From an optimization exercise on the open Yosys and OpenROAD flow, aimed at small area, a short achievable clock period and few clock cycles per item; shortcuts taken in it are not production practice.
Function was checked by simulation only, so behaviour that the tests miss may differ from the original.
Power and IR drop assume default switching activity.

### flow/design.v
`default_nettype none
package rau_pkg;
   localparam int FIELD_W = 32;
   localparam int DEN_W   = 31;
   localparam int MODE_W  = 3;
   localparam int STAT_W  = 2;
   localparam logic [MODE_W-1:0] MODE_ADD = 3'd0;
   localparam logic [MODE_W-1:0] MODE_SUB = 3'd1;
   localparam logic [MODE_W-1:0] MODE_MUL = 3'd2;
   localparam logic [MODE_W-1:0] MODE_DIV = 3'd3;
   localparam logic [STAT_W-1:0] ST_OK   = 2'd0;
   localparam logic [STAT_W-1:0] ST_ZDEN = 2'd1;
   localparam logic [STAT_W-1:0] ST_DIVZ = 2'd2;
   localparam logic [STAT_W-1:0] ST_OVF  = 2'd3;
endpackage
`default_nettype wire
`default_nettype none
module rau_add #(
   parameter int W = 64
) (
   input  wire logic [W-1:0] a,
   input  wire logic [W-1:0] b,
   input  wire logic         cin,
   output logic [W-1:0]      s,
   output logic              cout
);
   localparam int L = $clog2(W);
   logic [W-1:0] g [0:L];
   logic [W-1:0] p [0:L];
   logic [W-1:0] hp;
   always_comb begin
      hp   = a ^ b;
      g[0] = a & b;
      p[0] = hp;
      g[0][0] = (a[0] & b[0]) | (hp[0] & cin);
      for (int l = 1; l <= L; l++) begin
         for (int i = 0; i < W; i++) begin
            if (((i >> (l - 1)) & 1) == 1) begin
               g[l][i] = g[l-1][i] | (p[l-1][i] & g[l-1][((i >> (l - 1)) << (l - 1)) - 1]);
               p[l][i] = p[l-1][i] & p[l-1][((i >> (l - 1)) << (l - 1)) - 1];
            end else begin
               g[l][i] = g[l-1][i];
               p[l][i] = p[l-1][i];
            end
         end
      end
      s[0] = hp[0] ^ cin;
      for (int i = 1; i < W; i++) s[i] = hp[i] ^ g[L][i-1];
      cout = g[L][W-1];
   end
endmodule
`default_nettype wire
`default_nettype none
module rational_arithmetic_unit_core (
   input  wire logic         clock,
   input  wire logic         reset,
   input  wire logic         req_tvalid,
   output logic              req_tready,
   input  wire logic [127:0] req_tdata,    
   input  wire logic [2:0]   req_tuser,    
   output logic              rsp_tvalid,
   input  wire logic         rsp_tready,
   output logic [63:0]       rsp_tdata,    
   output logic [1:0]        rsp_tuser     
);
   localparam int SH  = 4;           
   localparam int MW  = 37;          
   typedef enum logic [3:0] {
      A_IDLE = 4'b0001,
      A_PRE  = 4'b0010,    
      A_MUL  = 4'b0100,
      A_WAIT = 4'b1000
   } ast_t;
   ast_t ast, ast_n;
   localparam int WN = 38;           
   logic [31:0]   r0, r1, r2, r3;
   logic [WN-1:0] hn, hd;
   logic [2:0]    acnt;
   logic          a_add, a_red, a_div, a_mul, a_neg, a_force, a_zero;
   logic          fl_p, fl_q, fl_d;     
   logic          z_bd, z_bn, z_ad;
   logic [1:0]    a_code;
   logic          rdy;               
   logic          hand;              
   logic [3:0]    bp0, bp1, bq0, bq1, bd0, bd1;
   logic [3:0]    crn;               
   logic [2:0]    crd;               
   function automatic logic [3:0] booth(input logic [2:0] b, input logic flip);
      logic one, two, neg;
      one   = b[1] ^ b[0];
      two   = (b[2] & ~b[1] & ~b[0]) | (~b[2] & b[1] & b[0]);
      neg   = b[2] ^ flip;
      booth = {two & neg, one & neg, two & ~neg, one & ~neg};
   endfunction
   function automatic logic [3:0] corr_n(input logic [3:0] p0, input logic [3:0] p1,
                                         input logic [3:0] q0, input logic [3:0] q1);
      logic np0, np1, nq0, nq1;
      np0 = p0[2] | p0[3]; np1 = p1[2] | p1[3];
      nq0 = q0[2] | q0[3]; nq1 = q1[2] | q1[3];
      corr_n = {np1 & nq1, np1 ^ nq1, np0 & nq0, np0 ^ nq0};
   endfunction
   function automatic logic [WN-1:0] row(input logic [3:0] d, input logic [31:0] mc);
      logic [WN-1:0] m1, m2;
      m1  = {{(WN-32){mc[31]}}, mc};
      m2  = m1 << 1;
      row = ({WN{d[0]}} & m1) | ({WN{d[1]}} & m2) | ({WN{d[2]}} & ~m1) | ({WN{d[3]}} & ~m2);
   endfunction
   logic [31:0] i_an, i_ad, i_bn, i_bd, i_r1, i_r2;
   logic [2:0]  mode;
   logic        a_sub, s_p, s_d;
   always_comb begin
      i_an  = req_tdata[31:0];
      i_ad  = req_tdata[63:32];
      i_bn  = req_tdata[95:64];
      i_bd  = req_tdata[127:96];
      mode  = req_tuser;
      i_r1  = mode[2] ? 32'd1 : ((mode == 3'd2) ? i_bn : i_bd);
      i_r2  = mode[2] ? 32'd1 : ((mode == 3'd2) ? i_bd : i_bn);
      s_p   = r0[31] ^ r1[31];                         
      s_d   = r3[31] ^ (a_add ? r1[31] : r2[31]);      
   end
   logic [WN-1:0] tn, td, ns_, nc_, ds_, dc_;
   always_comb begin
      logic [WN-1:0] p0, p1, q0, q1, cr, a1, b1, a2, b2, a3, b3, e0, e1, ce;
      p0 = row(bp0, r0);
      p1 = row(bp1, r0) << 2;
      q0 = row(bq0, r3);
      q1 = row(bq1, r3) << 2;
      cr = WN'(crn);
      a1 = hn ^ p0 ^ p1;
      b1 = ((hn & p0) | (hn & p1) | (p0 & p1)) << 1;
      a2 = q0 ^ q1 ^ cr;
      b2 = ((q0 & q1) | (q0 & cr) | (q1 & cr)) << 1;
      a3 = a1 ^ b1 ^ a2;
      b3 = ((a1 & b1) | (a1 & a2) | (b1 & a2)) << 1;
      ns_ = a3 ^ b3 ^ b2;
      nc_ = ((a3 & b3) | (a3 & b2) | (b3 & b2)) << 1;
      e0 = row(bd0, r3);
      e1 = row(bd1, r3) << 2;
      ce = WN'(crd);
      ds_ = hd ^ e0 ^ e1;
      dc_ = ((hd & e0) | (hd & e1) | (e0 & e1)) << 1;
      {ds_, dc_} = {ds_ ^ dc_ ^ ce, ((ds_ & dc_) | (ds_ & ce) | (dc_ & ce)) << 1};
   end
   rau_add #(.W(WN)) u_nacc (.a(ns_), .b(nc_), .cin(1'b0), .s(tn), .cout());
   rau_add #(.W(WN)) u_dacc (.a(ds_), .b(dc_), .cin(1'b0), .s(td), .cout());
   logic [63:0] nval, nmag;
   logic        nneg;
   assign nval = {hn[31:0], r1};
   assign nneg = hn[WN-1];
   assign a_zero = (nval == 64'd0);
   rau_add #(.W(64)) u_nneg (.a(~nval), .b(64'd0), .cin(1'b1), .s(nmag), .cout());
   assign z_ad    = (r3 == 32'd0);
   assign a_force = z_ad || (!a_red && z_bd) || (a_div && z_bn);
   assign a_code  = (z_ad || (!a_red && z_bd)) ? 2'd1 : ((a_div && z_bn) ? 2'd2 : 2'd0);
   typedef enum logic [2:0] {
      B_IDLE = 3'b001,
      B_GCD  = 3'b010,
      B_DONE = 3'b100
   } bst_t;
   bst_t bst, bst_n;
   logic [MW-1:0] m0, m1, m2, m3;    
   logic [63:0]   x, y;
   logic          neg, force01;
   logic [1:0]    code;
   logic          rsp_valid;
   logic [31:0]   rsp_num;
   logic [30:0]   rsp_den;
   logic [1:0]    rsp_st;
   logic          rsp_zero;        
   logic [63:0] dxy, dyx;
   logic        xgey, xeq;
   rau_add #(.W(64)) u_dxy (.a(x), .b(~y), .cin(1'b1), .s(dxy), .cout(xgey));
   rau_add #(.W(64)) u_dyx (.a(y), .b(~x), .cin(1'b1), .s(dyx), .cout());
   assign xeq = (x == y);
   logic [MW-1:0] s0, s1;
   rau_add #(.W(MW)) u_s0 (.a(m0), .b(m1), .cin(1'b0), .s(s0), .cout());
   rau_add #(.W(MW)) u_s1 (.a(m2), .b(m3), .cin(1'b0), .s(s1), .cout());
   function automatic logic big0(input logic [MW-1:0] v);    
      big0 = (v[MW-1:32] != '0) || (v[31] && (v[30:0] != 31'd0));
   endfunction
   function automatic logic big1(input logic [MW-1:0] v);    
      big1 = (v[MW-1:31] != '0);
   endfunction
   function automatic logic [2:0] tz(input logic [SH-1:0] v);
      logic z;
      tz = 3'd1;
      z  = 1'b1;
      for (int i = 1; i < SH; i++) begin
         z = z && !v[i];
         if (z) tz = 3'(i + 1);
      end
   endfunction
   function automatic logic [63:0] shr(input logic [63:0] v, input logic [2:0] k);
      shr = v >> k;
   endfunction
   function automatic logic [MW-1:0] shl(input logic [MW-1:0] v, input logic [2:0] k);
      shl = v << k;
   endfunction
   logic [2:0]  kx, ky, kd;
   logic        mbig, fin_ovf;
   logic [31:0] n1neg;
   rau_add #(.W(32)) u_rneg (.a(~m0[31:0]), .b(32'd0), .cin(1'b1), .s(n1neg), .cout());
   always_comb begin
      logic [2:0] a, b;
      a = tz(x[SH-1:0]);
      b = tz(y[SH-1:0]);
      kx  = y[0] ? a : ((x[1] || y[1]) ? 3'd1 : ((x[2] || y[2]) ? 3'd2 : 3'd3));
      ky  = x[0] ? b : ((x[1] || y[1]) ? 3'd1 : ((x[2] || y[2]) ? 3'd2 : 3'd3));
      kd  = tz({x[SH-1:1] ^ y[SH-1:1], 1'b0});
      mbig   = (m0[MW-1:32] != '0) || (m1[MW-1:32] != '0) ||
               (m2[MW-1:31] != '0) || (m3[MW-1:31] != '0);
      fin_ovf = big1(m2) || (neg ? ((m0[MW-1:32] != '0) || !n1neg[31]) : big1(m0));
   end
   logic handoff, rsp_load, rsp_valid_nx, b_free_nx;
   assign handoff = hand;
   always_ff @(posedge clock) begin
      ast_n    = ast;
      bst_n    = bst;
      rsp_load = 1'b0;
      case (ast)
         A_MUL: begin
            hn   <= {{4{tn[WN-1]}}, tn[WN-1:4]};
            r1   <= {tn[3:0], r1[31:4]};
            hd   <= {{4{td[WN-1]}}, td[WN-1:4]};
            r2   <= {td[3:0], r2[31:4]};
            begin
               logic [3:0] p0, p1, q0, q1, e0, e1;
               p0 = booth(r1[5:3], fl_p);
               p1 = booth(r1[7:5], fl_p);
               q0 = a_add ? booth(r2[5:3], fl_q) : 4'd0;
               q1 = a_add ? booth(r2[7:5], fl_q) : 4'd0;
               e0 = booth(a_add ? r1[5:3] : r2[5:3], fl_d);
               e1 = booth(a_add ? r1[7:5] : r2[7:5], fl_d);
               bp0 <= p0; bp1 <= p1; bq0 <= q0; bq1 <= q1; bd0 <= e0; bd1 <= e1;
               crn <= corr_n(p0, p1, q0, q1);
               crd <= {e1[2] | e1[3], 1'b0, e0[2] | e0[3]};
            end
            acnt <= acnt + 3'd1;
            if (acnt == 3'd0) begin
               z_bd <= ((a_mul ? r2 : r1) == 32'd0);
               z_bn <= ((a_mul ? r1 : r2) == 32'd0);
            end
            if (acnt == 3'd7) ast_n = A_WAIT;
         end
         A_PRE: begin
            begin
               logic [3:0] p0, p1, q0, q1, e0, e1;
               p0 = booth({r1[1:0], 1'b0}, s_p);
               p1 = booth(r1[3:1], s_p);
               q0 = a_add ? booth({r2[1:0], 1'b0}, s_p ^ a_sub) : 4'd0;
               q1 = a_add ? booth(r2[3:1], s_p ^ a_sub) : 4'd0;
               e0 = booth(a_add ? {r1[1:0], 1'b0} : {r2[1:0], 1'b0}, s_d);
               e1 = booth(a_add ? r1[3:1] : r2[3:1], s_d);
               bp0 <= p0; bp1 <= p1; bq0 <= q0; bq1 <= q1; bd0 <= e0; bd1 <= e1;
               crn <= corr_n(p0, p1, q0, q1);
               crd <= {e1[2] | e1[3], 1'b0, e0[2] | e0[3]};
            end
            fl_p  <= s_p;
            fl_q  <= s_p ^ a_sub;    
            fl_d  <= s_d;
            a_neg <= s_p ^ s_d;
            hn    <= '0;
            hd    <= '0;
            acnt  <= '0;
            ast_n = A_MUL;
         end
         default: ;    
      endcase
      if (handoff) ast_n = A_IDLE;
      if (rdy) begin
         r0    <= i_an;
         r3    <= i_ad;
         r1    <= i_r1;
         r2    <= i_r2;
         a_add <= (mode[2:1] == 2'b00);
         a_sub <= (mode == 3'd1);
         a_red <= mode[2];
         a_div <= (mode == 3'd3);
         a_mul <= (mode == 3'd2);
         if (req_tvalid) ast_n = A_PRE;
      end
      case (bst)
         B_GCD: begin
            if (x[0] && y[0]) begin
               x  <= xgey ? y : x;
               y  <= xgey ? shr(dxy, kd) : shr(dyx, kd);
               m0 <= s0;
               m2 <= s1;
               m1 <= xgey ? shl(m0, kd) : shl(m1, kd);
               m3 <= xgey ? shl(m2, kd) : shl(m3, kd);
            end else if (!x[0] && !y[0]) begin
               x <= shr(x, kx);
               y <= shr(y, ky);
            end else if (!x[0]) begin
               x  <= shr(x, kx);
               m0 <= shl(m0, kx);
               m2 <= shl(m2, kx);
            end else begin
               y  <= shr(y, ky);
               m1 <= shl(m1, ky);
               m3 <= shl(m3, ky);
            end
            if (mbig || (x[0] && y[0] && xeq)) bst_n = B_DONE;
            if (mbig) begin
               force01 <= 1'b1;
               code    <= 2'd3;
            end
         end
         B_DONE: begin
            if (!rsp_valid || rsp_tready) begin
               rsp_load = 1'b1;
               bst_n    = B_IDLE;
            end
         end
         default: ;
      endcase
      if (rsp_load) begin
         rsp_num  <= neg ? n1neg : m0[31:0];
         rsp_den  <= m2[30:0];
         rsp_zero <= force01 || fin_ovf;
         rsp_st   <= force01 ? code : (fin_ovf ? 2'd3 : 2'd0);
      end
      if (handoff) begin
         x       <= nneg ? nmag : nval;
         y       <= {hd[31:0], r2};
         neg     <= a_neg ^ nneg;
         force01 <= a_force || a_zero;    
         code    <= a_code;
         m0 <= MW'(1); m1 <= '0; m2 <= '0; m3 <= MW'(1);
         bst_n = (a_force || a_zero) ? B_DONE : B_GCD;
      end
      rsp_valid_nx = rsp_load || (rsp_valid && !rsp_tready);
      b_free_nx    = (bst_n == B_IDLE) || (bst_n == B_DONE && !rsp_valid_nx);
      if (reset) begin
         ast       <= A_IDLE;
         bst       <= B_IDLE;
         rdy       <= 1'b0;
         hand      <= 1'b0;
         rsp_valid <= 1'b0;
      end else begin
         ast       <= ast_n;
         bst       <= bst_n;
         hand      <= (ast_n == A_WAIT) && b_free_nx;
         rdy       <= (ast_n == A_IDLE) || ((ast_n == A_WAIT) && b_free_nx);
         rsp_valid <= rsp_valid_nx;
      end
   end
   assign req_tready = rdy;
   assign rsp_tvalid = rsp_valid;
   assign rsp_tdata  = {1'b0, rsp_zero ? 31'd1 : rsp_den, rsp_zero ? 32'd0 : rsp_num};
   assign rsp_tuser  = rsp_st;
endmodule
`default_nettype wire
### flow/run.sh
#!/bin/bash
# synth_recipe.tcl (not shown) runs the flow's synth.tcl, then flattens the netlist and writes it again
# the make line also repeats each setting of config.mk as NAME=value (left out here)
make -C /OpenROAD-flow-scripts/flow DESIGN_CONFIG=/design/flow/config.mk WORK_HOME=/design/flow/orfs CLKGATE_MAP_FILE= SYNTH_SCRIPT=/design/flow/synth_recipe.tcl finish
### flow/config.mk
export PLATFORM = sky130hd
export DESIGN_NAME = rational_arithmetic_unit_core
export DESIGN_NICKNAME = rational_arithmetic_unit_core
export VERILOG_FILES = /design/flow/design.v
export SDC_FILE = /design/flow/constraint.sdc
export NUM_CORES = 4
export LEC_CHECK = 0
export CAP_MARGIN = 20
export CORE_MARGIN = 2
export CORE_UTILIZATION = 40
export SLEW_MARGIN = 20
### flow/constraint.sdc
create_clock -name core_clock -period 13.0 [get_ports {clock}]
set_input_delay 2.6000 -clock core_clock [delete_from_list [all_inputs] [get_ports {clock}]]
set_output_delay 2.6000 -clock core_clock [all_outputs]
set_load 0.01 [all_outputs]
==> results.py, run 1 <==
metrics = {
    "status": {
        "outcome": "no timing/DRC/antenna violations",
    },
    "global_routing": {
        "grt_overflow": 0,
        "grt_start_max_net_pins": 88,
        "grt_use_total_pct": 26.4,
        "grt_pass1_vias": 52300,
        "grt_pass1_wl_mm": 324,
        "antenna_found_initial": 6,
    },
    "clock_tree": {
        "cts.repair.resized": 0,
        "cts_buffers": 79,
        "clk_latency_ns": 0.73,
        "htree_levels": 3,
        "clkTransAtPathRegs_ns": 0.06,
        "cts_hold_buffers": 0,
        "root_buffer": "clkbuf_16",
        "cts_sinks": 596,
        "post_cts_buffers": 0,
        "cts_tree": "done",
        "cts_buffer_depth": 3,
    },
    "yosys": {
        "synth_warnings": 13,
        "syn_area_per_cell_um2": 8.56,
        "post-synth-top-area-cell": "edfxtp_1",
        "ys_async_sr_fraction_pct": 0,
        "synth_edf_count": 438,
        "syn_inst": 7185,
        "yosys-top-cells-area": "edfxtp_1, mux2i_1, ha_1",
        "syn_area_mm2": 0.0615,
        "yosysSeqAreaShare_pct": 26.5,
        "synth.distinct_cells": 117,
        "ys_ff_latch": 596,
        "synth_top_area_share_pct": 21.4,
        "synth_nets": 7855,
        "synth_ff_type": "edfxtp_1",
    },
    "final_layout": {
        "drive_above_1_share_pct": 6.18,
        "mostFrequentLayoutCells": "mux2i_1, nand2_1, a21oi_1, nor2_1, inv_1",
        "fin_nets": 7674,
        "postLayoutCoreUtil_pct": 44.4,
        "layout_commonest_cell": "mux2i_1",
        "area_growth_pct": 9.97,
    },
    "floorplanning": {
        "row_count": 143,
        "die_x_um": 396,
        "die_area_mm2": 0.157,
        "core_area_mm2": 0.152,
        "die_h_um": 396,
        "ios": 203,
        "initial_core_util_pct": 40.4,
    },
    "drt": {
        "drt_iter0_markers": 5275,
        "vias_per_cell": 6.01,
        "num_vias": 54700,
        "drtAntennaViolNets": 0,
        "wl_per_cell_um": 23.5,
        "route.detailed.drc": 0,
        "wl_mm": 214,
        "dr.pass1.iters": 8,
    },
    "critical_path": {
        "start_kind": "flip-flop",
        "crit_start": "bp0[1]",
        "cp_max_fo": 32,
        "reg2reg_from": "bp0[1]",
        "crit_required_ns": 13.45,
        "setup.worst_path.end_class": "flip-flop",
        "critPathKind": "flip-flop to flip-flop",
        "r2r_setup_slack_ns": 5.90,
        "worstPathArrival_ns": 7.55,
    },
    "place": {
        "dp_hpwl_mm": 155,
        "dp_slack_ns": 5.90,
        "portBuffers": 201,
        "gp_congestion": 0.932,
    },
    "worst_hold_path": {
        "hold_start": "rsp_valid",
        "hold_class": "flip-flop to flip-flop",
    },
    "pwr": {
        "p_sw_share_pct": 33.5,
        "internal-power_mw": 4.44,
        "leakagePower_nw": 29.1,
        "p_clk_share_pct": 35.5,
        "comb_power_share_pct": 28.6,
        "power_density_mw_per_mm2": 98.7,
        "seqPwrFrac_pct": 35.9,
        "ir_worst_vdd_uv": 115,
        "p_switching_mw": 2.23,
    },
    "sta": {
        "fmaxAchievable_mhz": 141,
        "fin_ws_ns": 5.90,
        "worstMarginPinSlew_ns": 1.14,
        "min_period_over_period_pct": 54.6,
        "finalSetupTns_ns": 0,
        "rsz0062_at_grt": "false",
        "fin_skew_ns": 0.0582,
        "min_period_ns": 7.10,
        "finalMaxSlewViolations": 0,
        "hold_viol_final": 0,
        "slew_headroom_pct": 24.0,
        "setup_violations": 0,
    },
    "flow_run": {
        "drv_cap": 0,
    },
}
==> critical path, stage by stage, from the launching register on <==
cell and delay (ns):
edfxtp_1 1.07, mux2_2 0.31, a211oi_1 0.07, fa_1 0.61, inv_1 0.07, fa_1 0.53, inv_1 0.06, fa_1 0.54
inv_1 0.05, ha_1 0.18, inv_1 0.06, fa_1 0.21, nor2b_1 0.06, o21a_1 0.17, o21ai_0 0.35, a21oi_1 0.17
a21oi_1 0.44, o211a_1 0.27, o41ai_1 0.14, and4_1 0.23, a2111oi_0 0.79, a21oi_1 0.18, xnor2_1 0.20, nor2_1 0.05
==> cell families after synthesis <==
kind of cell    after synthesis  share of synthesized area, %
flops                       596                          26.5
buf+inv                    1021                          6.41
fa+ha+maj                   535                          13.0
other cells                   1                       0.00610
mux                        1043                          17.2
compound gates             1723                          18.3
xor+xnor                    272                          3.89
simple gates               1994                          14.6
==> routing by layer <==
metal | share of wire (%) | GRT usage (%) | vias up
met5 | 0.021 | 0 | -
met4 | 3.9 | 9.57 | 6
met3 | 7.5 | 3.75 | 415
met2 | 45 | 41.6 | 2323
met1 | 44 | 36.6 | 26500
li1 | - | - | 25500
==> layout make-up <==
| class | instances | area (um2) |
|---|---|---|
| antenna | 2 | 5.00 |
| clock buffer | 93 | 2080 |
| clock inverter | 52 | 678 |
| fill | 14900 | 84600 |
| inverter | 464 | 1750 |
| multi-input combinational | 5568 | 41500 |
| sequential | 596 | 16300 |
| tap | 2030 | 2540 |
| timing repair buffer | 295 | 2810 |
==> power by group through the flow <==
stage | logic [mW] | clock network (mW) | registers (mW)
2_1_floorplan | 1.47 | 0 | 2.33
3_3_place_gp | 1.88 | 0 | 2.43
3_5_place_dp | 1.90 | 0 | 2.43
4_1_cts | 1.91 | 2.41 | 2.39
5_1_grt | 2.16 | 2.48 | 2.41
6_report | 1.91 | 2.37 | 2.40
==> cells in the mapped netlist (all sizes together), types with 14 or more instances <==
| library cell | number |
|---|---|
| nor3 | 101 |
| a221oi | 67 |
| a2111oi | 14 |
| o21a | 23 |
| nor2 | 507 |
| mux2 | 110 |
| nand4 | 31 |
| fa | 174 |
| o21bai | 20 |
| or2 | 19 |
| inv | 460 |
| a21oi | 604 |
| or3 | 24 |
| xor2 | 81 |
| a211oi | 135 |
| ha | 361 |
| a221o | 49 |
| nand3 | 136 |
| a2bb2oi | 14 |
| o31ai | 22 |
| a311oi | 27 |
| nand2 | 836 |
| o22ai | 106 |
| nor4 | 35 |
| o311ai | 18 |
| clkbuf | 431 |
| dfxtp | 158 |
| mux2i | 931 |
| xnor2 | 191 |
| nor2b | 155 |
| and2 | 31 |
| nand2b | 29 |
| a21o | 76 |
| and3 | 45 |
| o211ai | 67 |
| o21ai | 265 |
| a31oi | 50 |
| edfxtp | 438 |
| a211o | 29 |
| o221ai | 32 |
| buf | 126 |
| a22oi | 23 |
==> stage by stage <==
stage	cells	hold slack (ns)	total power, mW	instance area (um2)
floorplan	7185	0.432	3.80	61500
global placement	8942	0.494	4.31	64700
detailed placement	8942	0.490	4.33	64700
CTS	9087	0.507	6.71	67500
global route	9098	0.527	7.04	67600
finish	9100	0.514	6.67	67600
==> state kept, by name, summed over array words and instances (netlist names), 4 cells and up <==
signal   count
ast          4
x           64
bd1          4
m3          37
bq1          4
bq0          4
r0          32
hn          34
bp1          4
r1          32
bp0          4
m0          37
hd          34
r2          32
m1          37
rsp_num     32
rsp_den     31
m2          37
bd0          4
y           64
r3          32
crn          4
==> final timing paths <==
| kind | to | depth (start not counted) |
|---|---|---|
| worst max-delay path | hn[36] | 23 |
| worst min-delay path | rsp_valid | 2 |
| worst max register to register | hn[36] | 23 |
| worst min register to register | rsp_valid | 2 |
Testbench counts, summed over its fixed seeds: cycles 44,178, items 2,400.
==> run 2, diff against run 1 <==
--- a/flow/design.v
+++ b/flow/design.v
@@ -65,16 +65,22 @@
 );
    localparam int SH  = 4;           
    localparam int MW  = 37;          
-   typedef enum logic [3:0] {
-      A_IDLE = 4'b0001,
-      A_PRE  = 4'b0010,    
-      A_MUL  = 4'b0100,
-      A_WAIT = 4'b1000
+   typedef enum logic [4:0] {
+      A_IDLE = 5'b00001,
+      A_PRE  = 5'b00010,    
+      A_MUL  = 5'b00100,
+      A_FIN  = 5'b01000,    
+      A_WAIT = 5'b10000
    } ast_t;
    ast_t ast, ast_n;
-   localparam int WN = 38;           
+   localparam int WS = 40;
+   localparam logic [WS-1:0] GN   = WS'(55) << 30;     
+   localparam logic [WS-1:0] GD   = WS'(115) << 29;    
+   localparam logic [WS-1:0] VN0  = WS'(9) << 30;      
+   localparam logic [WS-1:0] VD0  = WS'(13) << 29;     
    logic [31:0]   r0, r1, r2, r3;
-   logic [WN-1:0] hn, hd;
+   logic [WS-1:0] ns, nc, ds, dc;    
+   logic          cyn, cyd;          
    logic [2:0]    acnt;
    logic          a_add, a_red, a_div, a_mul, a_neg, a_force, a_zero;
    logic          fl_p, fl_q, fl_d;     
@@ -99,11 +105,12 @@
       nq0 = q0[2] | q0[3]; nq1 = q1[2] | q1[3];
       corr_n = {np1 & nq1, np1 ^ nq1, np0 & nq0, np0 ^ nq0};
    endfunction
-   function automatic logic [WN-1:0] row(input logic [3:0] d, input logic [31:0] mc);
-      logic [WN-1:0] m1, m2;
-      m1  = {{(WN-32){mc[31]}}, mc};
+   function automatic logic [WS-1:0] row(input logic [3:0] d, input logic [31:0] mc);
+      logic [33:0] m1, m2, r;
+      m1  = {{2{mc[31]}}, mc};
       m2  = m1 << 1;
-      row = ({WN{d[0]}} & m1) | ({WN{d[1]}} & m2) | ({WN{d[2]}} & ~m1) | ({WN{d[3]}} & ~m2);
+      r   = ({34{d[0]}} & m1) | ({34{d[1]}} & m2) | ({34{d[2]}} & ~m1) | ({34{d[3]}} & ~m2);
+      row = WS'({~r[33], r[32:0]});     
    endfunction
    logic [31:0] i_an, i_ad, i_bn, i_bd, i_r1, i_r2;
    logic [2:0]  mode;
@@ -119,35 +126,42 @@
       s_p   = r0[31] ^ r1[31];                         
       s_d   = r3[31] ^ (a_add ? r1[31] : r2[31]);      
    end
-   logic [WN-1:0] tn, td, ns_, nc_, ds_, dc_;
+   function automatic logic [2*WS-1:0] csa(input logic [WS-1:0] a, input logic [WS-1:0] b,
+                                           input logic [WS-1:0] c);
+      csa = {a ^ b ^ c, ((a & b) | (a & c) | (b & c)) << 1};
+   endfunction
+   logic [WS-1:0] ns_, nc_, ds_, dc_, tn, td;
+   logic [4:0]    ln, ld;           
    always_comb begin
-      logic [WN-1:0] p0, p1, q0, q1, cr, a1, b1, a2, b2, a3, b3, e0, e1, ce;
+      logic [WS-1:0] p0, p1, q0, q1, kk, a1, b1, a2, b2, a3, b3, a4, b4, e0, e1, ke, f1, g1, f2, g2;
       p0 = row(bp0, r0);
-      p1 = row(bp1, r0) << 2;
+      p1 = (row(bp1, r0) << 2) | WS'(cyn);
       q0 = row(bq0, r3);
       q1 = row(bq1, r3) << 2;
-      cr = WN'(crn);
-      a1 = hn ^ p0 ^ p1;
-      b1 = ((hn & p0) | (hn & p1) | (p0 & p1)) << 1;
-      a2 = q0 ^ q1 ^ cr;
-      b2 = ((q0 & q1) | (q0 & cr) | (q1 & cr)) << 1;
-      a3 = a1 ^ b1 ^ a2;
-      b3 = ((a1 & b1) | (a1 & a2) | (b1 & a2)) << 1;
-      ns_ = a3 ^ b3 ^ b2;
-      nc_ = ((a3 & b3) | (a3 & b2) | (b3 & b2)) << 1;
+      kk = GN | WS'(crn);
+      {a1, b1} = csa(ns, nc, kk);
+      {a2, b2} = csa(p0, p1, q0);
+      {a3, b3} = csa(a1, b1, a2);
+      {a4, b4} = csa(b2, q1, a3);
+      {ns_, nc_} = csa(a4, b4, b3);
       e0 = row(bd0, r3);
-      e1 = row(bd1, r3) << 2;
-      ce = WN'(crd);
-      ds_ = hd ^ e0 ^ e1;
-      dc_ = ((hd & e0) | (hd & e1) | (e0 & e1)) << 1;
-      {ds_, dc_} = {ds_ ^ dc_ ^ ce, ((ds_ & dc_) | (ds_ & ce) | (dc_ & ce)) << 1};
+      e1 = (row(bd1, r3) << 2) | WS'(cyd);
+      ke = GD | WS'(crd);
+      {f1, g1} = csa(ds, dc, ke);
+      {f2, g2} = csa(e0, e1, f1);
+      {ds_, dc_} = csa(f2, g2, g1);
+      ln = {1'b0, ns_[3:0]} + {1'b0, nc_[3:0]};
+      ld = {1'b0, ds_[3:0]} + {1'b0, dc_[3:0]};
    end
-   rau_add #(.W(WN)) u_nacc (.a(ns_), .b(nc_), .cin(1'b0), .s(tn), .cout());
-   rau_add #(.W(WN)) u_dacc (.a(ds_), .b(dc_), .cin(1'b0), .s(td), .cout());
+   logic [WS-1:0] fns, fnc, fds, fdc;
+   assign {fns, fnc} = csa(ns, nc, -VN0);
+   assign {fds, fdc} = csa(ds, dc, -VD0);
+   rau_add #(.W(WS)) u_nacc (.a(fns), .b(fnc), .cin(cyn), .s(tn), .cout());
+   rau_add #(.W(WS)) u_dacc (.a(fds), .b(fdc), .cin(cyd), .s(td), .cout());
    logic [63:0] nval, nmag;
    logic        nneg;
-   assign nval = {hn[31:0], r1};
-   assign nneg = hn[WN-1];
+   assign nval = {ns[31:0], r1};
+   assign nneg = ns[WS-1];
    assign a_zero = (nval == 64'd0);
    rau_add #(.W(64)) u_nneg (.a(~nval), .b(64'd0), .cin(1'b1), .s(nmag), .cout());
    assign z_ad    = (r3 == 32'd0);
@@ -220,10 +234,14 @@
       rsp_load = 1'b0;
       case (ast)
          A_MUL: begin
-            hn   <= {{4{tn[WN-1]}}, tn[WN-1:4]};
-            r1   <= {tn[3:0], r1[31:4]};
-            hd   <= {{4{td[WN-1]}}, td[WN-1:4]};
-            r2   <= {td[3:0], r2[31:4]};
+            ns   <= ns_ >> 4;
+            nc   <= nc_ >> 4;
+            cyn  <= ln[4];
+            r1   <= {ln[3:0], r1[31:4]};
+            ds   <= ds_ >> 4;
+            dc   <= dc_ >> 4;
+            cyd  <= ld[4];
+            r2   <= {ld[3:0], r2[31:4]};
             begin
                logic [3:0] p0, p1, q0, q1, e0, e1;
                p0 = booth(r1[5:3], fl_p);
@@ -241,7 +259,12 @@
                z_bd <= ((a_mul ? r2 : r1) == 32'd0);
                z_bn <= ((a_mul ? r1 : r2) == 32'd0);
             end
-            if (acnt == 3'd7) ast_n = A_WAIT;
+            if (acnt == 3'd7) ast_n = A_FIN;
+         end
+         A_FIN: begin
+            ns <= tn;
+            ds <= td;
+            ast_n = A_WAIT;
          end
          A_PRE: begin
             begin
@@ -260,8 +283,12 @@
             fl_q  <= s_p ^ a_sub;    
             fl_d  <= s_d;
             a_neg <= s_p ^ s_d;
-            hn    <= '0;
-            hd    <= '0;
+            ns    <= VN0;
+            nc    <= '0;
+            cyn   <= 1'b0;
+            ds    <= VD0;
+            dc    <= '0;
+            cyd   <= 1'b0;
             acnt  <= '0;
             ast_n = A_MUL;
          end
@@ -323,7 +350,7 @@
       end
       if (handoff) begin
          x       <= nneg ? nmag : nval;
-         y       <= {hd[31:0], r2};
+         y       <= {ds[31:0], r2};
          neg     <= a_neg ^ nneg;
          force01 <= a_force || a_zero;    
          code    <= a_code;
==> run 2 against run 1 <==
Net effect: flip-flop and latch count up 84; core utilization rose by 0.11 points; register-to-register slack better by 0.65 ns; synthesized cell count is 2.8% higher; sequential share of layout area grew 1.4 points; global-route usage up 0.61 points; non-clock buffer count increased by 31; clock skew grew 0.0065 ns; cell count up 4.7%; still clean on timing, DRC and antenna; combinational power fell by 36%; area after synthesis is 8.5% higher; worst hold slack worse by 0.021 ns.
==> results.py, run 2 <==
metrics = {
    "status": {
        "outcome": "no timing/DRC/antenna violations",
    },
    "global_routing": {
        "grt_start_max_net_pins": 83,
        "grt_overflow": 0,
        "grt_pass1_wl_mm": 354,
        "grt_use_total_pct": 27.0,
        "antenna_found_initial": 1,
        "grt_pass1_vias": 56600,
    },
    "critical_path": {
        "r2r_setup_slack_ns": 6.55,
        "max_stage_delay_ns": 0.89,
        "start_kind": "flip-flop",
        "critPathKind": "flip-flop to flip-flop",
        "cpLargestDelayFamily": "compound AO/OA/AOI/OAI gates",
        "setup.worst_path.end_class": "flip-flop",
        "crit_path_cell_trace": "inv_1 -> ha_1 -> fa_1 -> or3b_2 -> a21oi_1 -> o31a_1 -> o21ai_0 -> o2111a_1 -> nor2_4 -> buf_4 -> mux2_2 -> a221o_1 -> nor3_1 -> a211oi_1 -> a2111oi_0 -> a2bb2oi_1",
        "worstPathArrival_ns": 6.93,
        "critical_path.slowest_cell": "edfxtp_1",
        "cp_max_fo": 45,
        "crit_required_ns": 13.48,
        "worst-path-buf-inv": 2,
    },
    "final_layout": {
        "diodes": 0,
        "layout_commonest_cell": "mux2i_1",
        "postLayoutCoreUtil_pct": 44.5,
        "mostFrequentLayoutCells": "mux2i_1, nand2_1, a21oi_1, edfxtp_1, inv_1",
        "drive_above_1_share_pct": 7.48,
        "fillers": 16000,
        "largest_registers": "x x64, y x64",
        "fin_nets": 8027,
        "area_growth_pct": 10.4,
        "stdcell_area_mm2": 0.0736,
    },
    "sta": {
        "finalSetupTns_ns": 0,
        "rsz0062_at_grt": "false",
        "worstMarginPinSlew_ns": 1.25,
        "min_period_over_period_pct": 49.7,
        "fin_skew_ns": 0.0647,
        "min_period_ns": 6.45,
        "setup_violations": 0,
        "hold_viol_final": 0,
        "finalMaxSlewViolations": 0,
        "fmaxAchievable_mhz": 155,
        "slew_headroom_pct": 16.0,
    },
    "yosys": {
        "synth_warnings": 13,
        "ys_ff_latch": 680,
        "synth.distinct_cells": 102,
        "synth_nets": 8147,
        "yosysMostFrequentCell": "mux2i_1",
        "ys_async_sr_fraction_pct": 0,
        "syn_inst": 7388,
        "yosysSeqAreaShare_pct": 28.2,
        "ys_top_cells_by_count": "mux2i_1, nand2_1, a21oi_1",
        "synth_top_area_share_pct": 23.5,
        "syn_area_mm2": 0.0667,
        "synth_edf_count": 521,
        "yosys-top-cells-area": "edfxtp_1, mux2i_1, fa_1",
        "post-synth-top-area-cell": "edfxtp_1",
        "synth_ff_type": "edfxtp_1",
        "syn_area_per_cell_um2": 9.03,
    },
    "drt": {
        "route.detailed.drc": 0,
        "num_vias": 57600,
        "drtAntennaViolNets": 0,
        "wl_mm": 235,
        "drt_iter0_markers": 5797,
        "vias_per_cell": 6.04,
        "dr.pass1.iters": 8,
        "wl_per_cell_um": 24.6,
    },
    "floorplanning": {
        "ios": 203,
        "die_h_um": 412,
        "die_area_mm2": 0.170,
        "core_area_mm2": 0.165,
        "die_x_um": 412,
        "row_count": 149,
        "initial_core_util_pct": 40.3,
    },
    "clock_tree": {
        "cts_buffer_depth": 3,
        "post_cts_buffers": 0,
        "cts_sinks": 680,
        "cts_tree": "done",
        "clk_latency_ns": 0.77,
        "root_buffer": "clkbuf_16",
        "cts_buffers": 91,
        "cts_hold_buffers": 0,
        "clkTransAtPathRegs_ns": 0.06,
        "htree_levels": 3,
        "cts.repair.resized": 0,
    },
    "pwr": {
        "leakagePower_nw": 31.3,
        "power.total_mw": 6.47,
        "ir_worst_vdd_uv": 102,
        "power_density_mw_per_mm2": 87.9,
    },
    "place": {
        "dp_hpwl_mm": 170,
        "gp_congestion": 0.937,
        "portBuffers": 201,
        "place_area_mm2": 0.0706,
    },
    "worst_hold_path": {
        "hold_class": "flip-flop to flip-flop",
    },
    "flow_run": {
        "drv_cap": 0,
    },
}
## run 2: cell count changes after synthesis, sizes merged, moves of 52 or more
cell	before	now
nand3	136	76
a21oi	604	537
mux2	110	169
a211oi	135	204
and2	31	91
edfxtp	438	521
o21ai	265	317
fa	174	249
inv	460	513
nand2	836	766
nor2	507	391
nor2b	155	209
## run 2: final cells by class
| cell class | instances | area (um2) | area share, % |
|---|---|---|---|
| inverters | 516 | 1940 | 2.64 |
| clock inverters | 54 | 558 | 0.758 |
| repair buffers | 326 | 3000 | 4.08 |
| multi-input cells | 5653 | 44100 | 59.9 |
| flip-flops and latches | 680 | 18800 | 25.6 |
| well taps | 2189 | 2740 | 3.72 |
| clock buffers | 114 | 2430 | 3.29 |
## run 2: final timing paths
kind,endpoint,start,cells after the start
worst min register to register,rsp_den[1],m2[1],0
worst max register to register,y[45],x[0],16
worst min-delay path,rsp_den[1],m2[1],0
worst max-delay path,y[45],x[0],16
## run 2: cells by family after synthesis
logic type | Yosys count | synth area share (%)
muxes | 1074 | 16.5
adders and majority gates | 624 | 14.5
xor gates and xnor gates | 288 | 3.78
AOI/OAI and AO/OA | 1835 | 18.2
and+or+nand+nor | 1831 | 12.8
other | 1 | 0.00562
buffers and inverters | 1055 | 6.03
DFF | 680 | 28.2
## run 2: per-stage QoR
step	cells	hold slack [ns]	worst slack [ns]
floorplan	7388	0.446	5.76
global placement	9359	0.470	6.86
detailed placement	9359	0.480	6.72
CTS	9527	0.491	6.67
global route	9532	0.522	6.25
finish	9532	0.493	6.55
## run 2: layer usage
| metal | track usage (%) | wire length [um] | vias to the layer above |
|---|---|---|---|
| met4 | 11.1 | 10400 | 0 |
| li1 | - | - | 26500 |
| met1 | 35.1 | 98900 | 28300 |
| met5 | 0 | 0 | - |
| met2 | 44.5 | 109000 | 2286 |
| met3 | 4.32 | 16100 | 487 |
## run 2: power breakdown
part           internal (mW)  switching (mW)  total [mW]
registers               2.49           0.186        2.68
clock network           1.46            1.12        2.58
logic                  0.539           0.678        1.22
total                   4.49            1.98        6.47
Testbench counts of run 2, summed over its fixed seeds: cycles 44,539, items 2,400.
==> run 3, diff against run 2 <==
--- a/flow/design.v
+++ b/flow/design.v
@@ -75,12 +75,11 @@
    ast_t ast, ast_n;
    localparam int WS = 40;
    localparam logic [WS-1:0] GN   = WS'(55) << 30;     
-   localparam logic [WS-1:0] GD   = WS'(115) << 29;    
    localparam logic [WS-1:0] VN0  = WS'(9) << 30;      
-   localparam logic [WS-1:0] VD0  = WS'(13) << 29;     
    logic [31:0]   r0, r1, r2, r3;
-   logic [WS-1:0] ns, nc, ds, dc;    
-   logic          cyn, cyd;          
+   logic [WS-1:0] ns, nc;            
+   logic          cyn;               
+   logic [WS-1:0] hd;                
    logic [2:0]    acnt;
    logic          a_add, a_red, a_div, a_mul, a_neg, a_force, a_zero;
    logic          fl_p, fl_q, fl_d;     
@@ -105,6 +104,13 @@
       nq0 = q0[2] | q0[3]; nq1 = q1[2] | q1[3];
       corr_n = {np1 & nq1, np1 ^ nq1, np0 & nq0, np0 ^ nq0};
    endfunction
+   function automatic logic [WS-1:0] srow(input logic [3:0] d, input logic [31:0] mc);
+      logic [33:0] m1, m2, r;
+      m1   = {{2{mc[31]}}, mc};
+      m2   = m1 << 1;
+      r    = ({34{d[0]}} & m1) | ({34{d[1]}} & m2) | ({34{d[2]}} & ~m1) | ({34{d[3]}} & ~m2);
+      srow = {{(WS-34){r[33]}}, r};
+   endfunction
    function automatic logic [WS-1:0] row(input logic [3:0] d, input logic [31:0] mc);
       logic [33:0] m1, m2, r;
       m1  = {{2{mc[31]}}, mc};
@@ -131,9 +137,9 @@
       csa = {a ^ b ^ c, ((a & b) | (a & c) | (b & c)) << 1};
    endfunction
    logic [WS-1:0] ns_, nc_, ds_, dc_, tn, td;
-   logic [4:0]    ln, ld;           
+   logic [4:0]    ln;               
    always_comb begin
-      logic [WS-1:0] p0, p1, q0, q1, kk, a1, b1, a2, b2, a3, b3, a4, b4, e0, e1, ke, f1, g1, f2, g2;
+      logic [WS-1:0] p0, p1, q0, q1, kk, a1, b1, a2, b2, a3, b3, a4, b4, e0, e1, ke, f1, g1;
       p0 = row(bp0, r0);
       p1 = (row(bp1, r0) << 2) | WS'(cyn);
       q0 = row(bq0, r3);
@@ -144,20 +150,17 @@
       {a3, b3} = csa(a1, b1, a2);
       {a4, b4} = csa(b2, q1, a3);
       {ns_, nc_} = csa(a4, b4, b3);
-      e0 = row(bd0, r3);
-      e1 = (row(bd1, r3) << 2) | WS'(cyd);
-      ke = GD | WS'(crd);
-      {f1, g1} = csa(ds, dc, ke);
-      {f2, g2} = csa(e0, e1, f1);
-      {ds_, dc_} = csa(f2, g2, g1);
+      e0 = srow(bd0, r3);
+      e1 = srow(bd1, r3) << 2;
+      ke = WS'(crd);
+      {f1, g1} = csa(hd, e0, e1);
+      {ds_, dc_} = csa(f1, g1, ke);
       ln = {1'b0, ns_[3:0]} + {1'b0, nc_[3:0]};
-      ld = {1'b0, ds_[3:0]} + {1'b0, dc_[3:0]};
    end
-   logic [WS-1:0] fns, fnc, fds, fdc;
+   logic [WS-1:0] fns, fnc;
    assign {fns, fnc} = csa(ns, nc, -VN0);
-   assign {fds, fdc} = csa(ds, dc, -VD0);
    rau_add #(.W(WS)) u_nacc (.a(fns), .b(fnc), .cin(cyn), .s(tn), .cout());
-   rau_add #(.W(WS)) u_dacc (.a(fds), .b(fdc), .cin(cyd), .s(td), .cout());
+   rau_add #(.W(WS)) u_dacc (.a(ds_), .b(dc_), .cin(1'b0), .s(td), .cout());
    logic [63:0] nval, nmag;
    logic        nneg;
    assign nval = {ns[31:0], r1};
@@ -214,7 +217,10 @@
    logic [2:0]  kx, ky, kd;
    logic        mbig, fin_ovf;
    logic [31:0] n1neg;
-   rau_add #(.W(32)) u_rneg (.a(~m0[31:0]), .b(32'd0), .cin(1'b1), .s(n1neg), .cout());
+   logic [MW-1:0] fn_n, fn_d;
+   assign fn_n = (bst == B_GCD) ? s0 : m0;
+   assign fn_d = (bst == B_GCD) ? s1 : m2;
+   rau_add #(.W(32)) u_rneg (.a(~fn_n[31:0]), .b(32'd0), .cin(1'b1), .s(n1neg), .cout());
    always_comb begin
       logic [2:0] a, b;
       a = tz(x[SH-1:0]);
@@ -224,10 +230,12 @@
       kd  = tz({x[SH-1:1] ^ y[SH-1:1], 1'b0});
       mbig   = (m0[MW-1:32] != '0) || (m1[MW-1:32] != '0) ||
                (m2[MW-1:31] != '0) || (m3[MW-1:31] != '0);
-      fin_ovf = big1(m2) || (neg ? ((m0[MW-1:32] != '0) || !n1neg[31]) : big1(m0));
+      fin_ovf = big1(fn_d) || (neg ? ((fn_n[MW-1:32] != '0) || !n1neg[31]) : big1(fn_n));
    end
-   logic handoff, rsp_load, rsp_valid_nx, b_free_nx;
-   assign handoff = hand;
+   logic handoff, rsp_load, rsp_valid_nx, b_free_nx, fast_fin, gbig;
+   assign gbig     = (bst == B_GCD) && mbig;
+   assign fast_fin = (bst == B_GCD) && !rsp_valid && (mbig || (x[0] && y[0] && xeq));
+   assign handoff  = hand || ((ast == A_WAIT) && fast_fin);
    always_ff @(posedge clock) begin
       ast_n    = ast;
       bst_n    = bst;
@@ -238,10 +246,8 @@
             nc   <= nc_ >> 4;
             cyn  <= ln[4];
             r1   <= {ln[3:0], r1[31:4]};
-            ds   <= ds_ >> 4;
-            dc   <= dc_ >> 4;
-            cyd  <= ld[4];
-            r2   <= {ld[3:0], r2[31:4]};
+            hd   <= {{4{td[WS-1]}}, td[WS-1:4]};
+            r2   <= {td[3:0], r2[31:4]};
             begin
                logic [3:0] p0, p1, q0, q1, e0, e1;
                p0 = booth(r1[5:3], fl_p);
@@ -263,7 +269,6 @@
          end
          A_FIN: begin
             ns <= tn;
-            ds <= td;
             ast_n = A_WAIT;
          end
          A_PRE: begin
@@ -286,9 +291,7 @@
             ns    <= VN0;
             nc    <= '0;
             cyn   <= 1'b0;
-            ds    <= VD0;
-            dc    <= '0;
-            cyd   <= 1'b0;
+            hd    <= '0;
             acnt  <= '0;
             ast_n = A_MUL;
          end
@@ -328,7 +331,14 @@
                m1 <= shl(m1, ky);
                m3 <= shl(m3, ky);
             end
-            if (mbig || (x[0] && y[0] && xeq)) bst_n = B_DONE;
+            if (mbig || (x[0] && y[0] && xeq)) begin
+               if (fast_fin) begin
+                  rsp_load = 1'b1;
+                  bst_n    = B_IDLE;
+               end else begin
+                  bst_n    = B_DONE;
+               end
+            end
             if (mbig) begin
                force01 <= 1'b1;
                code    <= 2'd3;
@@ -343,14 +353,14 @@
          default: ;
       endcase
       if (rsp_load) begin
-         rsp_num  <= neg ? n1neg : m0[31:0];
-         rsp_den  <= m2[30:0];
-         rsp_zero <= force01 || fin_ovf;
-         rsp_st   <= force01 ? code : (fin_ovf ? 2'd3 : 2'd0);
+         rsp_num  <= neg ? n1neg : fn_n[31:0];
+         rsp_den  <= fn_d[30:0];
+         rsp_zero <= force01 || fin_ovf || gbig;
+         rsp_st   <= force01 ? code : ((fin_ovf || gbig) ? 2'd3 : 2'd0);
       end
       if (handoff) begin
          x       <= nneg ? nmag : nval;
-         y       <= {ds[31:0], r2};
+         y       <= {hd[31:0], r2};
          neg     <= a_neg ^ nneg;
          force01 <= a_force || a_zero;    
          code    <= a_code;
==> run 3 against run 2 <==
Net effect: register-to-register slack improved by 0.14 ns; cell count rose by 3.8%; worst hold slack better by 0.041 ns; critical endpoint is now y[12]; largest cell class unchanged; synthesized cell count is 6.0% higher; clock power fell by 4%; flip-flop and latch count fell by 39; largest power group unchanged; non-clock buffer count is 15 lower; first-iteration DRC count rose by 8.9%; critical path depth decreased by 1.
==> results.py, run 3 <==
metrics = {
    "status": {
        "outcome": "no timing/DRC/antenna violations",
    },
    "global_routing": {
        "antenna_found_initial": 4,
        "grt_pass1_vias": 57600,
        "grt_start_max_net_pins": 109,
        "grt_pass1_wl_mm": 361,
        "grt_overflow": 0,
        "grt_use_total_pct": 27.5,
    },
    "drt": {
        "dr.pass1.iters": 9,
        "wl_mm": 239,
        "drt_iter0_markers": 6312,
        "num_vias": 60100,
        "route.detailed.drc": 0,
        "wl_per_cell_um": 24.2,
        "drtAntennaViolNets": 0,
        "vias_per_cell": 6.07,
    },
    "final_layout": {
        "postLayoutCoreUtil_pct": 44.1,
        "largest_registers": "x x64, y x64, ns x40",
        "drive_above_1_share_pct": 6.27,
        "area_growth_pct": 9.86,
        "stdcell_area_mm2": 0.0726,
        "mostFrequentLayoutCells": "nand2_1, mux2i_1, a21oi_1, nor2_1, edfxtp_1",
        "layout_commonest_cell": "nand2_1",
        "fin_nets": 8357,
    },
    "pwr": {
        "power_density_mw_per_mm2": 88.9,
        "comb_power_share_pct": 22.1,
        "leakagePower_nw": 30.7,
        "p_clk_share_pct": 38.4,
        "ir_worst_vdd_uv": 98.3,
        "internal-power_mw": 4.43,
        "p_switching_mw": 2.03,
        "p_sw_share_pct": 31.4,
        "seqPwrFrac_pct": 39.5,
    },
    "sta": {
        "setup_violations": 0,
        "min_period_ns": 6.32,
        "worstMarginPinSlew_ns": 1.17,
        "min_period_over_period_pct": 48.6,
        "finalSetupTns_ns": 0,
        "rsz0062_at_grt": "false",
        "fin_skew_ns": 0.0340,
        "fmaxAchievable_mhz": 158,
        "whs_ns": 0.534,
        "slew_headroom_pct": 21.4,
        "hold_viol_final": 0,
        "finalMaxSlewViolations": 0,
    },
    "critical_path": {
        "start_kind": "flip-flop",
        "r2r_cells": 15,
        "reg2reg_from": "x[2]",
        "critPathKind": "flip-flop to flip-flop",
        "r2r_setup_slack_ns": 6.68,
        "cp_max_fo": 63,
        "crit_required_ns": 13.51,
        "worstPathArrival_ns": 6.83,
        "reg2reg_to": "y[12]",
        "setup.worst_path.end_class": "flip-flop",
    },
    "clock_tree": {
        "cts_hold_buffers": 0,
        "post_cts_buffers": 0,
        "cts_buffers": 84,
        "clkTransAtPathRegs_ns": 0.06,
        "cts_tree": "done",
        "cts.repair.resized": 0,
        "root_buffer": "clkbuf_16",
        "cts_sinks": 641,
        "cts_buffer_depth": 3,
        "htree_levels": 3,
        "clk_latency_ns": 0.71,
    },
    "worst_hold_path": {
        "hold_start": "m3[36]",
        "worstHoldPathCells": 2,
        "whs_endpoint": "m3[36]",
        "hold_class": "flip-flop to flip-flop",
    },
    "yosys": {
        "yosysMostFrequentCell": "nand2_1",
        "synth_warnings": 13,
        "synth_nets": 8551,
        "synth_top_area_share_pct": 21.9,
        "post-synth-top-area-cell": "edfxtp_1",
        "synth.distinct_cells": 103,
        "yosys-top-cells-area": "edfxtp_1, mux2i_1, ha_1",
        "synth_edf_count": 482,
        "syn_area_mm2": 0.0661,
        "syn_inst": 7831,
        "ys_ff_latch": 641,
        "syn_area_per_cell_um2": 8.44,
        "yosysSeqAreaShare_pct": 26.7,
        "synth_ff_type": "edfxtp_1",
        "ys_top_cells_by_count": "nand2_1, mux2i_1, a21oi_1",
        "ys_async_sr_fraction_pct": 0,
    },
    "place": {
        "place_area_mm2": 0.0698,
        "gp_congestion": 0.945,
        "dp_hpwl_mm": 172,
        "portBuffers": 201,
    },
    "floorplanning": {
        "row_count": 149,
        "die_area_mm2": 0.169,
        "core_area_mm2": 0.165,
        "initial_core_util_pct": 40.2,
        "die_h_um": 411,
        "ios": 203,
        "die_x_um": 411,
    },
    "flow_run": {
        "drv_cap": 0,
    },
}
[run 3: how the worst max path moves through the flow]
stage / start / end / slack [ns] / cells after the start
after detailed placement: x[2] / y[12] / 6.82 / 15
after global placement: x[0] / y[15] / 6.95 / 16
after CTS: x[2] / y[12] / 6.78 / 15
final: x[2] / y[12] / 6.68 / 15
after global routing: x[2] / y[12] / 6.29 / 15
after floorplan: x[0] / x[10] / 6.03 / 17
[run 3: metrics by stage]
stage                     setup slack, ns  instances  power, mW
after global routing                 6.29       9893       6.76
final                                6.68       9894       6.46
after floorplan                      6.03       7831       3.53
after global placement               6.95       9739       3.97
after detailed placement             6.82       9739       4.00
after CTS                            6.78       9892       6.48
[run 3: area by class of cell]
| type | count | area [um2] |
|---|---|---|
| clock buffer | 101 | 2280 |
| fill | 16200 | 92000 |
| sequential | 641 | 17700 |
| timing repair buffer | 311 | 2870 |
| tap | 2189 | 2740 |
| clock inverter | 52 | 563 |
| multi-input combinational | 6137 | 44800 |
| antenna | 1 | 2.50 |
| inverter | 462 | 1740 |
[run 3: layer usage]
layer | global-route usage [%] | part of all wire, % | wire (um) | vias up
li1 | - | - | - | 27700
met1 | 37.2 | 43 | 102000 | 29300
met2 | 43.7 | 45 | 108000 | 2648
met3 | 5.10 | 8.3 | 19700 | 482
met4 | 10.0 | 3.9 | 9400 | 2
met5 | 0 | 0.0054 | 13 | -
[run 3: worst max-delay path, cell delays in order, from the launching register on]
cell and delay, ns:
edfxtp_1 0.51, inv_1 0.21, ha_1 0.67, or3b_2 0.60
a21oi_1 0.17, o31ai_1 0.15, and2_1 0.21, o22a_1 0.44
nand2_4 0.62, buf_4 0.81, mux2i_1 0.52, a21oi_1 0.18
nor3b_1 0.17, a221oi_1 0.45, o221ai_1 0.17, a22oi_1 0.20
[run 3: cells by family after synthesis]
family,count (synthesis),synth area share (%)
flip-flops,641,26.7
XOR/XNOR,282,3.74
buffers and inverters,1053,6.05
other,1,0.00567
AND/OR/NAND/NOR,2380,16.5
adder cells (fa/ha/maj),585,13.5
AO/OA/AOI/OAI,1897,18.3
multiplexers,992,15.3
[run 3: power groups by stage]
stage               clock network, mW  registers, mW  logic, mW
finish                           2.48           2.55       1.43
floorplan                           0           2.49       1.04
detailed placement                  0           2.59       1.42
global route                     2.59           2.56       1.60
global placement                    0           2.58       1.38
CTS                              2.52           2.54       1.42
Testbench counts of run 3, summed over its fixed seeds: cycles 42,960, items 2,400.
==> run 4, diff against run 3 <==
--- a/flow/design.v
+++ b/flow/design.v
@@ -216,11 +216,9 @@
    endfunction
    logic [2:0]  kx, ky, kd;
    logic        mbig, fin_ovf;
-   logic [31:0] n1neg;
    logic [MW-1:0] fn_n, fn_d;
    assign fn_n = (bst == B_GCD) ? s0 : m0;
    assign fn_d = (bst == B_GCD) ? s1 : m2;
-   rau_add #(.W(32)) u_rneg (.a(~fn_n[31:0]), .b(32'd0), .cin(1'b1), .s(n1neg), .cout());
    always_comb begin
       logic [2:0] a, b;
       a = tz(x[SH-1:0]);
@@ -228,9 +226,10 @@
       kx  = y[0] ? a : ((x[1] || y[1]) ? 3'd1 : ((x[2] || y[2]) ? 3'd2 : 3'd3));
       ky  = x[0] ? b : ((x[1] || y[1]) ? 3'd1 : ((x[2] || y[2]) ? 3'd2 : 3'd3));
       kd  = tz({x[SH-1:1] ^ y[SH-1:1], 1'b0});
-      mbig   = (m0[MW-1:32] != '0) || (m1[MW-1:32] != '0) ||
+      mbig   = (neg ? (m0[MW-1] && (m0[MW-2:32] != '1)) : (m0[MW-1:32] != '0)) ||
+               (neg ? (m1[MW-1] && (m1[MW-2:32] != '1)) : (m1[MW-1:32] != '0)) ||
                (m2[MW-1:31] != '0) || (m3[MW-1:31] != '0);
-      fin_ovf = big1(fn_d) || (neg ? ((fn_n[MW-1:32] != '0) || !n1neg[31]) : big1(fn_n));
+      fin_ovf = big1(fn_d) || (neg ? (fn_n[MW-1:31] != '1) : big1(fn_n));
    end
    logic handoff, rsp_load, rsp_valid_nx, b_free_nx, fast_fin, gbig;
    assign gbig     = (bst == B_GCD) && mbig;
@@ -353,7 +352,7 @@
          default: ;
       endcase
       if (rsp_load) begin
-         rsp_num  <= neg ? n1neg : fn_n[31:0];
+         rsp_num  <= fn_n[31:0];
          rsp_den  <= fn_d[30:0];
          rsp_zero <= force01 || fin_ovf || gbig;
          rsp_st   <= force01 ? code : ((fin_ovf || gbig) ? 2'd3 : 2'd0);
@@ -364,7 +363,7 @@
          neg     <= a_neg ^ nneg;
          force01 <= a_force || a_zero;    
          code    <= a_code;
-         m0 <= MW'(1); m1 <= '0; m2 <= '0; m3 <= MW'(1);
+         m0 <= (a_neg ^ nneg) ? '1 : MW'(1); m1 <= '0; m2 <= '0; m3 <= MW'(1);
          bst_n = (a_force || a_zero) ? B_DONE : B_GCD;
       end
       rsp_valid_nx = rsp_load || (rsp_valid && !rsp_tready);
==> run 4 against run 3 <==
Net effect: first-iteration DRC count shrank 9.7%; area after synthesis fell by 0.20%; register-to-register slack gained 0.15 ns; sequential power is 3% lower; clock-buffer cell count up 14.
==> results.py, run 4 <==
metrics = {
    "final_layout": {
        "largest_registers": "x x64, y x64, ns x40",
        "layout_commonest_cell": "mux2i_1",
        "diodes": 0,
        "multi_input_area_mm2": 0.0441,
        "mostFrequentLayoutCells": "mux2i_1, nand2_1, a21oi_1, edfxtp_1, inv_1",
        "stdcell_area_mm2": 0.0724,
        "drive_above_1_share_pct": 6.82,
        "final-instance-count-excl-fill": 9671,
        "register_area_mm2": 0.0180,
        "fin_nets": 8124,
        "fillers": 16100,
        "area_growth_pct": 9.77,
    },
    "drt": {
        "route.detailed.drc": 0,
        "num_vias": 58500,
        "vias_per_cell": 6.04,
        "drtAntennaViolNets": 0,
        "wl_per_cell_um": 24.2,
        "drt_iter0_markers": 5702,
        "wl_mm": 234,
        "dr.pass1.iters": 7,
    },
    "place": {
        "dp_hpwl_mm": 167,
        "dp_slack_ns": 6.89,
        "portBuffers": 201,
        "place_area_mm2": 0.0696,
        "gp_congestion": 0.942,
        "placedCellCount": 9508,
    },
    "yosys": {
        "ys_ff_latch": 641,
        "synth_top_area_share_pct": 23.6,
        "post-synth-top-area-cell": "edfxtp_1",
        "synth_nets": 8292,
        "yosysSeqAreaShare_pct": 27.3,
        "synth_ff_type": "edfxtp_1",
        "synth_edf_count": 519,
        "synth.distinct_cells": 110,
        "ys_top_cells_by_count": "mux2i_1, nand2_1, a21oi_1",
        "syn_area_per_cell_um2": 8.71,
        "synth_warnings": 10,
        "ys_async_sr_fraction_pct": 0,
        "syn_inst": 7577,
        "yosysMostFrequentCell": "mux2i_1",
        "yosys-top-cells-area": "edfxtp_1, mux2i_1, ha_1",
        "syn_area_mm2": 0.0660,
    },
    "pwr": {
        "internal-power_mw": 4.26,
        "ir_worst_vdd_uv": 92.5,
        "power_density_mw_per_mm2": 83.9,
        "comb_power_share_pct": 19.0,
        "leakagePower_nw": 30.5,
        "p_sw_share_pct": 29.8,
        "power.total_mw": 6.08,
        "seqPwrFrac_pct": 40.7,
        "p_switching_mw": 1.81,
        "p_clk_share_pct": 40.4,
    },
    "sta": {
        "hold_viol_final": 0,
        "rsz0062_at_grt": "false",
        "fin_skew_ns": 0.0543,
        "setup_violations": 0,
        "min_period_over_period_pct": 47.5,
        "slew_headroom_pct": 8.47,
        "fmaxAchievable_mhz": 162,
        "min_period_ns": 6.17,
        "finalSetupTns_ns": 0,
        "fin_ws_ns": 6.83,
        "finalMaxSlewViolations": 0,
        "worstMarginPinSlew_ns": 1.37,
    },
    "worst_hold_path": {
        "hold_class": "flip-flop to flip-flop",
    },
    "global_routing": {
        "grt_use_met2_pct": 43.2,
        "grt_pass1_vias": 56600,
        "grt_overflow": 0,
        "antenna_found_initial": 5,
        "use_met1_pct": 36.5,
        "grt_use_total_pct": 27.0,
        "grt_start_max_net_pins": 188,
        "grt_pass1_wl_mm": 353,
        "grtUsageMet3_pct": 4.15,
        "grt_busiest_layer": "met2",
    },
    "flow_run": {
        "drv_cap": 0,
    },
    "floorplanning": {
        "core_area_mm2": 0.164,
        "die_area_mm2": 0.168,
        "row_count": 149,
        "initial_core_util_pct": 40.1,
        "die_x_um": 410,
        "ios": 203,
        "die_h_um": 410,
    },
    "critical_path": {
        "setup.worst_path.end_class": "flip-flop",
        "cp_max_fo": 30,
        "start_kind": "flip-flop",
        "critPathKind": "flip-flop to flip-flop",
        "crit_required_ns": 13.44,
        "worstPathArrival_ns": 6.61,
    },
    "clock_tree": {
        "htree_levels": 3,
        "cts_buffer_depth": 3,
        "clk_latency_ns": 0.73,
        "cts_hold_buffers": 0,
        "cts_sinks": 641,
        "post_cts_buffers": 0,
        "root_buffer": "clkbuf_16",
        "cts_tree": "done",
        "cts.repair.resized": 0,
        "clkTransAtPathRegs_ns": 0.06,
        "cts_buffers": 85,
    },
    "status": {
        "outcome": "no timing/DRC/antenna violations",
    },
}
==> run 4: cell types whose count changed in the layout (fill, tap and decap cells not counted), moves of 39 or more <==
cell     delta
a21oi_1    -46
a31oi_1    -45
and3_1     -41
inv_1      +53
mux2i_1    +69
nand2_1   -146
nor2_1     -74
nor2b_1    +39
==> run 4: final timing paths <==
kind / from / to / slack [ns] / depth (start not counted)
worst min-delay path: m3[35] / m3[35] / 0.52 / 2
worst max-delay path: x[0] / y[9] / 6.83 / 15
worst max register to register: x[0] / y[9] / 6.83 / 15
worst min register to register: m3[35] / m3[35] / 0.52 / 2
==> run 4: cell type report <==
class,count,share of cell area [%]
Multi-Input combinational cell,5865,60.8
Clock buffer,115,3.19
Inverter,515,2.68
Clock inverter,45,0.703
Sequential cell,641,24.9
Tap cell,2189,3.78
Timing Repair Buffer,301,3.90
==> run 4: cell families (layout without fill, tap and decap cells) <==
kind of cell	after synthesis	after routing	share of synthesized area, %
adders and majority gates	580	580	13.4
DFF	641	641	27.3
muxes	1084	1084	16.8
buffers and inverters	1071	976	6.33
xor gates and xnor gates	255	255	3.40
AOI/OAI and AO/OA	1843	1843	18.0
other	1	1	0.00568
and+or+nand+nor	2102	2102	14.7
==> run 4: power by group through the flow <==
stage | logic [mW] | clock network (mW) | registers (mW)
2_1_floorplan | 0.834 | 0 | 2.43
3_3_place_gp | 1.12 | 0 | 2.51
3_5_place_dp | 1.15 | 0 | 2.51
4_1_cts | 1.15 | 2.50 | 2.47
5_1_grt | 1.30 | 2.56 | 2.48
6_report | 1.15 | 2.45 | 2.47
==> run 4: layer usage <==
metal  wire, um  part of all wire (%)
met5         13                0.0056
met4       9750                   4.2
met3      18200                   7.8
met2     107000                    46
met1      99500                    42
==> run 4: critical path, cell delays in order, from the launching register on <==
cell       delay, ns
edfxtp_1        0.68
clkinv_1        0.48
ha_1            0.36
fa_1            0.42
or3b_1          0.39
a21o_1          0.20
a21o_2          0.26
a2111oi_4       0.37
a211oi_2        0.10
nand2_2         0.67
buf_4           0.60
mux2_2          0.45
a21oi_4         0.25
mux2_2          0.37
a21oi_1         0.15
a32oi_1         0.10
==> run 4: metrics by stage <==
stage | util (%) | hold slack, ns
2_1_floorplan | - | 0.473
3_3_place_gp | 42.3 | 0.507
3_5_place_dp | 42.3 | 0.509
4_1_cts | 44.0 | 0.517
5_1_grt | 44.1 | 0.541
6_report | 44.1 | 0.515
Testbench counts of run 4, summed over its fixed seeds: cycles 42,966, items 2,400.

==> static timing again, ports no longer ideal <==
Ports are ideal in the flow. The routed layouts listed here were re-timed in OpenROAD.
Step 1 sets driving cells, clkbuf_16 on the clock port and buf_2 on the other inputs (assumed; they add their load-dependent delay and slew).
Step 2, shift: input delay + t, output delay - t, t = (earliest + latest rising clock arrival at the registers) / 2. This alone moves slack from input paths to output paths.
Slacks: ideal / step 1 / step 2; pairs: ideal / step 1.
| run | shift t [ns] | setup WS [ns] | latest minus earliest clock arrival (ns) |
|---|---|---|---|
| run 1 | 0.786 | 5.898 / 5.898 / 5.898 | 0.061 / 0.061 |
| run 2 | 0.821 | 6.545 / 6.545 / 6.545 | 0.065 / 0.065 |
| run 3 | 0.781 | 6.684 / 6.684 / 6.684 | 0.034 / 0.034 |
| run 4 | 0.792 | 6.829 / 6.829 / 6.829 | 0.055 / 0.056 |
After both steps setup and hold are still met in every run listed.
